Source: an optimization exercise on an open RTL-to-GDS flow (aim: small area, a short achievable clock period and few clock cycles per item). Production flows keep margins and buffers that such runs may drop.
Only simulation tests tie the RTL to the original design; equivalence was not proved.
Power figures rest on the tool's default switching activity, not on a simulated workload.

Setup of exp/garnet:
Design horizontal_antialias_fir_core, start of the top module:
module horizontal_antialias_fir_core (
  input  logic        clk,
  input  logic        rst_n,
  input  logic        in_valid,
  output logic        in_ready,
  input  logic [7:0]  red_in,
  input  logic [7:0]  green_in,
  input  logic [7:0]  blue_in,
  output logic        out_valid,
  input  logic        out_ready,
  output logic [7:0]  red_out,
  output logic [7:0]  green_out,
  output logic [7:0]  blue_out,
  output logic        line_end,
  input  logic        cfg_psel,
  input  logic        cfg_penable,
  input  logic        cfg_pwrite,
  input  logic [2:0]  cfg_paddr,
  input  logic [31:0] cfg_pwdata,
  output logic [31:0] cfg_prdata,
  output logic        cfg_pready
);
For scale: about 870 cells after synthesis, ~160 flip-flops, about 130 I/O pins.
==> flow/config.mk <==
export PLATFORM = sky130hd
export DESIGN_NAME = horizontal_antialias_fir_core
export DESIGN_NICKNAME = horizontal_antialias_fir_core
export VERILOG_FILES = /design/flow/design.v
export SDC_FILE = /design/flow/constraint.sdc
export NUM_CORES = 4
export LEC_CHECK = 0
export CAP_MARGIN = 20
export CORE_MARGIN = 2
export CORE_UTILIZATION = 40
export CTS_BUF_LIST = sky130_fd_sc_hd__clkbuf_4 sky130_fd_sc_hd__clkbuf_8
export CTS_CLUSTER_SIZE = 25
export SETUP_SLACK_MARGIN = 4.5
export SLEW_MARGIN = 20
==> flow/constraint.sdc <==
create_clock -name core_clock -period 8.5 [get_ports {clk}]
set_input_delay 1.7000 -clock core_clock [delete_from_list [all_inputs] [get_ports {clk}]]
set_output_delay 1.7000 -clock core_clock [all_outputs]
set_load 0.01 [all_outputs]
standard.sh (not shown) runs the stock make flow with config.mk's settings and CLKGATE_MAP_FILE= SYNTH_SCRIPT=/design/flow/synth_recipe.tcl, a recipe that flattens the netlist after the stock synthesis.
==> flow/flow/run.sh <==
#!/bin/bash
# The standard layout (the standard.sh, unchanged synthesis), with the
# port buffers inserted as buf_1 cells instead of the resizer's default pick.
set -euo pipefail
bash standard.sh "BUFFER_PORTS_ARGS=-buffer_cell sky130_fd_sc_hd__buf_1"  finish > flow_make.log 2>&1
Testbench counts of exp/garnet, summed over its fixed seeds: cycles 27,321, items 27,129.
Changes in exp/cedar relative to exp/garnet:
Settings: a change of CORE_UTILIZATION from 40 to 60; a deleted CTS_BUF_LIST that had been sky130_fd_sc_hd__clkbuf_4 sky130_fd_sc_hd__clkbuf_8; a deleted CTS_CLUSTER_SIZE that had been 25.
==> run notes <==
The number of global-route vias before repair in exp/cedar sits 11% above the value recorded for exp/garnet. Total power: exp/cedar worse than exp/garnet. Summary — leakage component of the power, exp/cedar relative to exp/garnet: higher, by about 1.5%. Layout clock buffer count is higher on exp/garnet. exp/cedar reached the final stage; the timing, DRC and antenna checks on its layout passed. From exp/garnet to exp/cedar the numbers moved as follows: final cell count decreased by about 9% relative to the old numbers, number of cells on the worst reg-to-reg path closely matched the old numbers, number of nets in the finished design lost about 0.34%. Taking exp/garnet as the reference point, the maximum frequency of exp/cedar rises by 1.6%. On hold slack: between exp/cedar and exp/garnet, it ends up lower for exp/garnet. Finished layout cell area up about 0.7% in exp/cedar wrt exp/garnet. The worst supply voltage drop on vdd in exp/garnet is 0.72 times that in exp/cedar.
Modified inputs, exp/onyx compared to exp/cedar
Settings: CTS_BUF_LIST: unset -> sky130_fd_sc_hd__clkbuf_8; CORE_UTILIZATION: 60 -> 40; SETUP_SLACK_MARGIN: 4.5 -> 4.2; CTS_CLUSTER_DIAMETER: unset -> 100; CTS_CLUSTER_SIZE: unset -> 50.
-- flow/flow/run.sh --
<<< exp/cedar, line 5
bash standard.sh "BUFFER_PORTS_ARGS=-buffer_cell sky130_fd_sc_hd__buf_1"  finish > flow_make.log 2>&1
>>> exp/onyx, line 5
bash standard.sh "BUFFER_PORTS_ARGS=-buffer_cell sky130_fd_sc_hd__buf_1" "CTS_ARGS=-sink_clustering_enable -repair_clock_nets -sink_clustering_size 40 -sink_clustering_max_diameter 300 -buf_list sky130_fd_sc_hd__clkbuf_8 -dont_use_dummy_load" finish > flow_make.log 2>&1
==> comparison <==
Of exp/onyx and exp/cedar, the run reporting the higher layout overhead on the synthesized area was exp/cedar.
The later-pin clock latency in the skew report in exp/onyx sits 0.02 ns above the value recorded for exp/cedar.
Compare exp/onyx and exp/cedar | sum of routed wire length over all layers higher: exp/cedar
[compare] base=exp/cedar new=exp/onyx: half-perimeter wire length of the detailed placement result fell by about 4.3%; critical path depth lost 8; hold slack dropped 0.014 ns.
Clock-net power (lower): exp/onyx
exp/onyx ran to completion and came out clean on the timing, DRC and antenna checks.
Going from exp/cedar to exp/onyx, total placed cells including tap cells grows by 109.
Delta (exp/onyx minus exp/cedar): total power shows a reduction of 23%; switching component of the power decreased 0.18 mW; clock network fraction of design power fell by 9.2 points.
What exp/yarrow does differently from exp/onyx at the input level:
Settings: an added GPL_TIMING_DRIVEN of 0.
==> flow/flow/run.sh <==
#!/bin/bash
# The standard layout (the standard.sh, unchanged synthesis), with the
# port buffers inserted as buf_1 cells instead of the resizer's default pick.
set -euo pipefail
bash standard.sh "BUFFER_PORTS_ARGS=-buffer_cell sky130_fd_sc_hd__buf_1" "CTS_ARGS=-sink_clustering_enable -repair_clock_nets -sink_clustering_size 50 -sink_clustering_max_diameter 100 -buf_list sky130_fd_sc_hd__clkbuf_8 -dont_use_dummy_load" finish > flow_make.log 2>&1
Results
exp/yarrow finished every step from synthesis to the final layout, and the layout passed the timing, DRC and antenna checks.
Combined global-route utilization of all metal layers (exp/yarrow over exp/onyx): increase, 1.7 points
exp/yarrow vs exp/onyx — switching share of power rose 0.41 points.
Looking at sequential share of layout area, exp/yarrow sits 1.5 points lower than exp/onyx does.
A dominant power group of registers is what exp/onyx shows, while combinational cells belongs to exp/yarrow.
Setup slack of the critical path after layout for exp/yarrow: 0.024 ns up relative to exp/onyx
Diff exp/onyx -> exp/yarrow: final wirelength higher, number of standard cells in the layout, taps in and fillers out higher.
Run comparison: exp/yarrow critical path startpoint w3_r[12]; exp/onyx critical path startpoint cfg_paddr[2]
Cell area (exp/yarrow vs. exp/onyx) increases by a few percent
The inputs of exp/lagoon differ from those of exp/yarrow as listed below.
Settings: a deleted GPL_TIMING_DRIVEN that had been 0; an added GPL_ROUTABILITY_DRIVEN of 0.
Results
- From exp/yarrow to exp/lagoon the numbers moved as follows: number of buffers and inverters on the critical path ~0 delta, synthesis-to-finish area growth fell by 4.2 points, routed length on met2 went down, final core area utilization now smaller, placed cell area saw a decrease.
- Relative to exp/yarrow, routed wire length has decreased by 9.8% in exp/lagoon.
- The higher non-clock buffer count of exp/lagoon and exp/yarrow is in exp/yarrow.
- For the global-route wire length before repair, exp/lagoon came in 8.0% lower than exp/yarrow did.
- Of exp/lagoon and exp/yarrow, it is exp/lagoon that has the lower critical path depth.
- Looking at library cell contributing the largest single delay on the critical path, the sky130_fd_sc_hd__mux2_2 result is from exp/lagoon; the sky130_fd_sc_hd__fa_1 one comes from exp/yarrow.
### exp/lagoon -> exp/harbor
Settings: CTS_CLUSTER_SIZE changed from 50 to 40; GPL_ROUTABILITY_DRIVEN removed (was 0); CTS_BUF_LIST changed from sky130_fd_sc_hd__clkbuf_8 to sky130_fd_sc_hd__clkbuf_4 sky130_fd_sc_hd__clkbuf_8 sky130_fd_sc_hd__clkbuf_16; SETUP_SLACK_MARGIN changed from 4.2 to 4.5; CTS_CLUSTER_DIAMETER changed from 100 to 80.
==> flow/flow/run.sh <==
#!/bin/bash
# The standard layout (the standard.sh, unchanged synthesis), with the
# port buffers inserted as buf_1 cells instead of the resizer's default pick.
set -euo pipefail
bash standard.sh "BUFFER_PORTS_ARGS=-buffer_cell sky130_fd_sc_hd__buf_1"  finish > flow_make.log 2>&1
Findings:
- exp/lagoon vs exp/harbor, heaviest power group: registers vs combinational cells
- Compared with exp/lagoon, exp/harbor shows a lower sequential portion of the cell area.
- exp/harbor ended up with a higher worst setup slack after layout than exp/lagoon did.
- Final design area excluding fillers delta for exp/harbor relative to exp/lagoon: about 8% higher
- exp/harbor against exp/lagoon: standby leakage power went up; aggregate routed wire length went up.

* * *

## alpha
The RTL this note starts from:
==> flow/design.v <==
package hafir_pkg;
  localparam int MAX_LINE_WIDTH = 4096;
  localparam int COL_W = 12;
  localparam int LW_W = 13;
  localparam int CH_W = 8;
  localparam int PIX_W = 24;
endpackage
module hafir_lane #(
  parameter int CPA = 1    
) (
  input  logic       k_pass,
  input  logic       k1,
  input  logic       k3,
  input  logic [7:0] a,
  input  logic [7:0] b,
  input  logic [7:0] c,
  input  logic [7:0] d,
  input  logic [7:0] e,
  output logic [7:0] filt
);
  logic [11:0] o1, o2, o3, p, q;
  logic [11:0] x1, y1, x2, y2, x3, y3;
  logic [11:0] sum;
  assign o1 = {3'd0, b, 1'b0};
  assign o2 = {3'd0, d, 1'b0};
  assign o3 = {3'd0, c, 1'b0};
  assign p  = k3 ? {4'd0, a} : {3'd0, c, 1'b0};
  assign q  = ({12{k1}} & {1'b0, c, 3'b000}) | ({12{k3}} & {4'd0, e});
  logic [11:0] h1, h2, h3;
  assign h1 = o1 ^ o2;
  assign x1 = h1 ^ o3;
  assign y1 = {(o1[10:0] & o2[10:0]) | (h1[10:0] & o3[10:0]), 1'b0};
  assign h2 = x1 ^ y1;
  assign x2 = h2 ^ p;
  assign y2 = {(x1[10:0] & y1[10:0]) | (h2[10:0] & p[10:0]), 1'b0};
  assign h3 = x2 ^ y2;
  assign x3 = h3 ^ q;
  assign y3 = {(x2[10:0] & y2[10:0]) | (h3[10:0] & q[10:0]), 1'b0};
  if (CPA == 0) begin : g_add
    assign sum = x3 + y3;
  end else if (CPA == 1) begin : g_skl
    logic [11:0] g [5];
    logic [11:0] t [5];
    always_comb begin
      g[0] = x3 & y3;
      t[0] = x3 ^ y3;
      for (int l = 0; l < 4; l++) begin
        for (int i = 0; i < 12; i++) begin
          if (((i >> l) & 1) == 1) begin
            g[l+1][i] = g[l][i] | (t[l][i] & g[l][((i >> l) << l) - 1]);
            t[l+1][i] = t[l][i] & t[l][((i >> l) << l) - 1];
          end else begin
            g[l+1][i] = g[l][i];
            t[l+1][i] = t[l][i];
          end
        end
      end
    end
    assign sum = t[0] ^ {g[4][10:0], 1'b0};
  end else begin : g_rc
    logic [12:0] cy;
    assign cy[0] = 1'b0;
    for (genvar i = 0; i < 12; i++) begin : g_bit
      assign sum[i]  = x3[i] ^ y3[i] ^ cy[i];
      assign cy[i+1] = (x3[i] & y3[i]) | (x3[i] & cy[i]) | (y3[i] & cy[i]);
    end
  end
  assign filt = k_pass ? c : (k1 ? sum[11:4] : sum[10:3]);
endmodule
module horizontal_antialias_fir_core (
  input  logic        clk,
  input  logic        rst_n,
  input  logic        in_valid,
  output logic        in_ready,
  input  logic [7:0]  red_in,
  input  logic [7:0]  green_in,
  input  logic [7:0]  blue_in,
  output logic        out_valid,
  input  logic        out_ready,
  output logic [7:0]  red_out,
  output logic [7:0]  green_out,
  output logic [7:0]  blue_out,
  output logic        line_end,
  input  logic        cfg_psel,
  input  logic        cfg_penable,
  input  logic        cfg_pwrite,
  input  logic [2:0]  cfg_paddr,
  input  logic [31:0] cfg_pwdata,
  output logic [31:0] cfg_prdata,
  output logic        cfg_pready
);
  logic [1:0]  filter_sel_r;
  logic [12:0] line_width_r;
  logic [11:0] col_r;
  logic [23:0] w0_r, w1_r, w2_r, w3_r;    
  logic        v2_r, v3_r;                
  logic        t2_r, t3_r;                
  logic        kp_r, k1_r, k3_r;          
  logic [24:0] o_r;                       
  logic        ov_r;
  logic [23:0] px;
  logic [23:0] filt;
  logic        wr_d_r;
  logic        o_free;
  logic        in_acc;
  logic        cfg_wr;
  logic [12:0] col_inc;
  logic        last;
  logic        use_filt;
  logic        emit;
  logic        shift;
  assign px = {red_in, green_in, blue_in};
  assign cfg_pready = 1'b1;
  assign cfg_wr     = cfg_psel && cfg_penable && cfg_pwrite;
  assign cfg_prdata = cfg_paddr[2] ? {19'd0, line_width_r} : {30'd0, filter_sel_r};
  always_ff @(posedge clk) begin
    if (!rst_n) begin
      filter_sel_r <= 2'd0;
      line_width_r <= 13'd640;
    end else if (cfg_wr) begin
      if (cfg_paddr[2]) line_width_r <= cfg_pwdata[12:0];
      else              filter_sel_r <= cfg_pwdata[1:0];
    end
  end
  assign col_inc  = {1'b0, col_r} + 13'd1;
  assign last     = col_inc[12] || (col_inc >= line_width_r);
  assign use_filt = in_acc ? (!last && (col_r >= 12'd3))
                           : ((col_r >= 12'd4) && ({1'b0, col_r} < line_width_r));
  always_ff @(posedge clk) begin
    if (!rst_n) begin
      wr_d_r <= 1'b0;
      kp_r   <= 1'b1;
      k1_r   <= 1'b0;
      k3_r   <= 1'b0;
    end else begin
      wr_d_r <= cfg_wr;
      kp_r   <= !use_filt || (filter_sel_r == 2'd0);
      k1_r   <= filter_sel_r == 2'd1;
      k3_r   <= filter_sel_r == 2'd3;
    end
  end
  assign o_free   = !ov_r || out_ready;
  assign in_ready = !wr_d_r && (!v2_r || o_free);
  assign in_acc   = in_valid && in_ready;
  assign emit     = o_free && v2_r && (in_acc || t2_r || (v3_r && t3_r));
  assign shift    = in_acc || ((!v3_r || t3_r) && (emit || (!v2_r && v3_r)));
  for (genvar l = 0; l < 3; l++) begin : g_lane
    hafir_lane u_lane (
      .k_pass     (kp_r),
      .k1         (k1_r),
      .k3         (k3_r),
      .a          (w0_r[l*8 +: 8]),
      .b          (w1_r[l*8 +: 8]),
      .c          (w2_r[l*8 +: 8]),
      .d          (w3_r[l*8 +: 8]),
      .e          (px[l*8 +: 8]),
      .filt       (filt[l*8 +: 8])
    );
  end
  always_ff @(posedge clk) begin
    if (!rst_n) begin
      v2_r  <= 1'b0;
      v3_r  <= 1'b0;
      col_r <= 12'd0;
    end else begin
      if (shift) begin
        v2_r <= v3_r;
        v3_r <= in_acc;
      end else if (emit) begin
        v2_r <= 1'b0;
      end
      if (in_acc) col_r <= last ? 12'd0 : col_inc[11:0];
    end
  end
  always_ff @(posedge clk) begin
    if (shift) begin
      w0_r <= w1_r;
      w1_r <= w2_r;
      w2_r <= w3_r;
      w3_r <= px;
      t2_r <= t3_r;
      t3_r <= last;
    end
  end
  always_ff @(posedge clk) begin
    if (!rst_n) ov_r <= 1'b0;
    else        ov_r <= emit || (ov_r && !out_ready);
  end
  always_ff @(posedge clk) begin
    if (o_free) o_r <= {filt, t2_r};
  end
  assign out_valid = ov_r;
  assign red_out   = o_r[24:17];
  assign green_out = o_r[16:9];
  assign blue_out  = o_r[8:1];
  assign line_end  = o_r[0];
endmodule
export LEC_CHECK = 0
export CAP_MARGIN = 20
export CORE_MARGIN = 2
export CORE_UTILIZATION = 40
export CTS_BUF_LIST = sky130_fd_sc_hd__clkbuf_8
export CTS_CLUSTER_DIAMETER = 100
export CTS_CLUSTER_SIZE = 50
export SETUP_SLACK_MARGIN = 4.2
export SLEW_MARGIN = 20
create_clock -name core_clock -period 8.5 [get_ports {clk}]
==> flow/flow/run.sh <==
#!/bin/bash
# The standard layout (the standard.sh, unchanged synthesis), with the
# port buffers inserted as buf_1 cells instead of the resizer's default pick.
set -euo pipefail
bash standard.sh "BUFFER_PORTS_ARGS=-buffer_cell sky130_fd_sc_hd__buf_1" REMOVE_ABC_BUFFERS=1 finish > flow_make.log 2>&1
Testbench counts of alpha, summed over its fixed seeds: cycles 27,321, items 27,129.
Inputs modified between alpha and beta:
Settings: a deleted CTS_CLUSTER_SIZE that had been 50; a deleted CTS_CLUSTER_DIAMETER that had been 100; a change of SETUP_SLACK_MARGIN from 4.2 to 4.5; a deleted CTS_BUF_LIST that had been sky130_fd_sc_hd__clkbuf_8.
==> flow/flow/run.sh <==
#!/bin/bash
# The standard layout (the standard.sh, unchanged synthesis), with the
# port buffers inserted as buf_1 cells instead of the resizer's default pick,
# and power recovery (downsizing of non-critical cells) after global routing.
set -euo pipefail
bash standard.sh "BUFFER_PORTS_ARGS=-buffer_cell sky130_fd_sc_hd__buf_1" RECOVER_POWER=100 finish > flow_make.log 2>&1
==> comparison <==
The higher sequential fraction of total cell area of alpha and beta is in alpha.
beta: worst path setup slack after routing is 0.70 ns lower than what alpha reported.
[compare] base=alpha new=beta: setup slack on the worst flop-to-flop path comparable; fraction of power spent switching nets now smaller.
beta finished all stages; layout check result: FAIL, due to max-capacitance violations, max-slew violations.
alpha → beta: synthesized cell count roughly the same, number of max-capacitance violations reported rose 2.
Inputs modified between beta and gamma:
Settings: a change of CORE_UTILIZATION from 40 to 50; an added PLACE_DENSITY of 0.75; an added CTS_CLUSTER_DIAMETER of 100; a change of SETUP_SLACK_MARGIN from 4.5 to 4.2; an added CTS_CLUSTER_SIZE of 50; an added CTS_BUF_LIST of sky130_fd_sc_hd__clkbuf_8.
==> flow/flow/run.sh <==
#!/bin/bash
# The standard layout (the standard.sh, unchanged synthesis), with the
# port buffers inserted as buf_1 cells instead of the resizer's default pick.
set -euo pipefail
bash standard.sh "BUFFER_PORTS_ARGS=-buffer_cell sky130_fd_sc_hd__buf_1"  finish > flow_make.log 2>&1
## What came out
The flow did not stop early for gamma: all stages ran, and the layout cleared the timing, DRC and antenna checks.
Per the comparison of gamma with beta, transition time of the tightest slew-check pin went down, net count reported at finish went down.
beta → gamma: minimum clock period after layout fell by 0.71 ns, first-pass GRT wire length has decreased, via count of the routed design went down 56, count of clock-net buffers in the final layout fell 2, floorplan die width lost 10%.
Fmax: gamma higher than beta
On total power: gamma sits below beta.
Comparing finished layout cell area for gamma and beta, the smaller number came from gamma.
The run with more setup slack is gamma; beta has less.

## afterwards: timing with drivers on the ports
No port has a modelled driver above. Below, the same layouts with a new extraction and two added sets of constraints. Step 1 sets driving cells, clkbuf_16 on the clock port and buf_2 on the other inputs (assumed; they add their load-dependent delay and slew). Step 2 also shifts input and output timing later by t, the mid clock arrival at the registers, as if the neighbouring blocks saw the same clock. Slacks: ideal / step 1 / step 2; pairs: ideal / step 1.
run | shift t [ns] | setup WS [ns] | latest minus earliest clock arrival (ns)
exp/garnet | 0.492 | 4.435 / 4.435 / 4.008 | 0.026 / 0.025
exp/cedar | 0.463 | 4.499 / 4.464 / 4.055 | 0.009 / 0.009
exp/onyx | 0.474 | 4.372 / 4.348 / 4.023 | 0.031 / 0.031
exp/yarrow | 0.490 | 4.395 / 4.395 / 3.963 | 0.023 / 0.024
exp/lagoon | 0.474 | 4.372 / 4.348 / 4.023 | 0.031 / 0.031
exp/harbor | 0.475 | 4.463 / 4.463 / 4.046 | 0.015 / 0.015
alpha | 0.492 | 4.354 / 4.352 / 3.951 | 0.016 / 0.016
beta | 0.473 | 3.653 / 3.679 / 3.206 | 0.013 / 0.014
gamma | 0.489 | 4.364 / 4.335 / 3.961 | 0.016 / 0.016
The setup slack of beta, which loses most, moves by +0.026 ns with the drivers and by -0.447 ns with both steps.
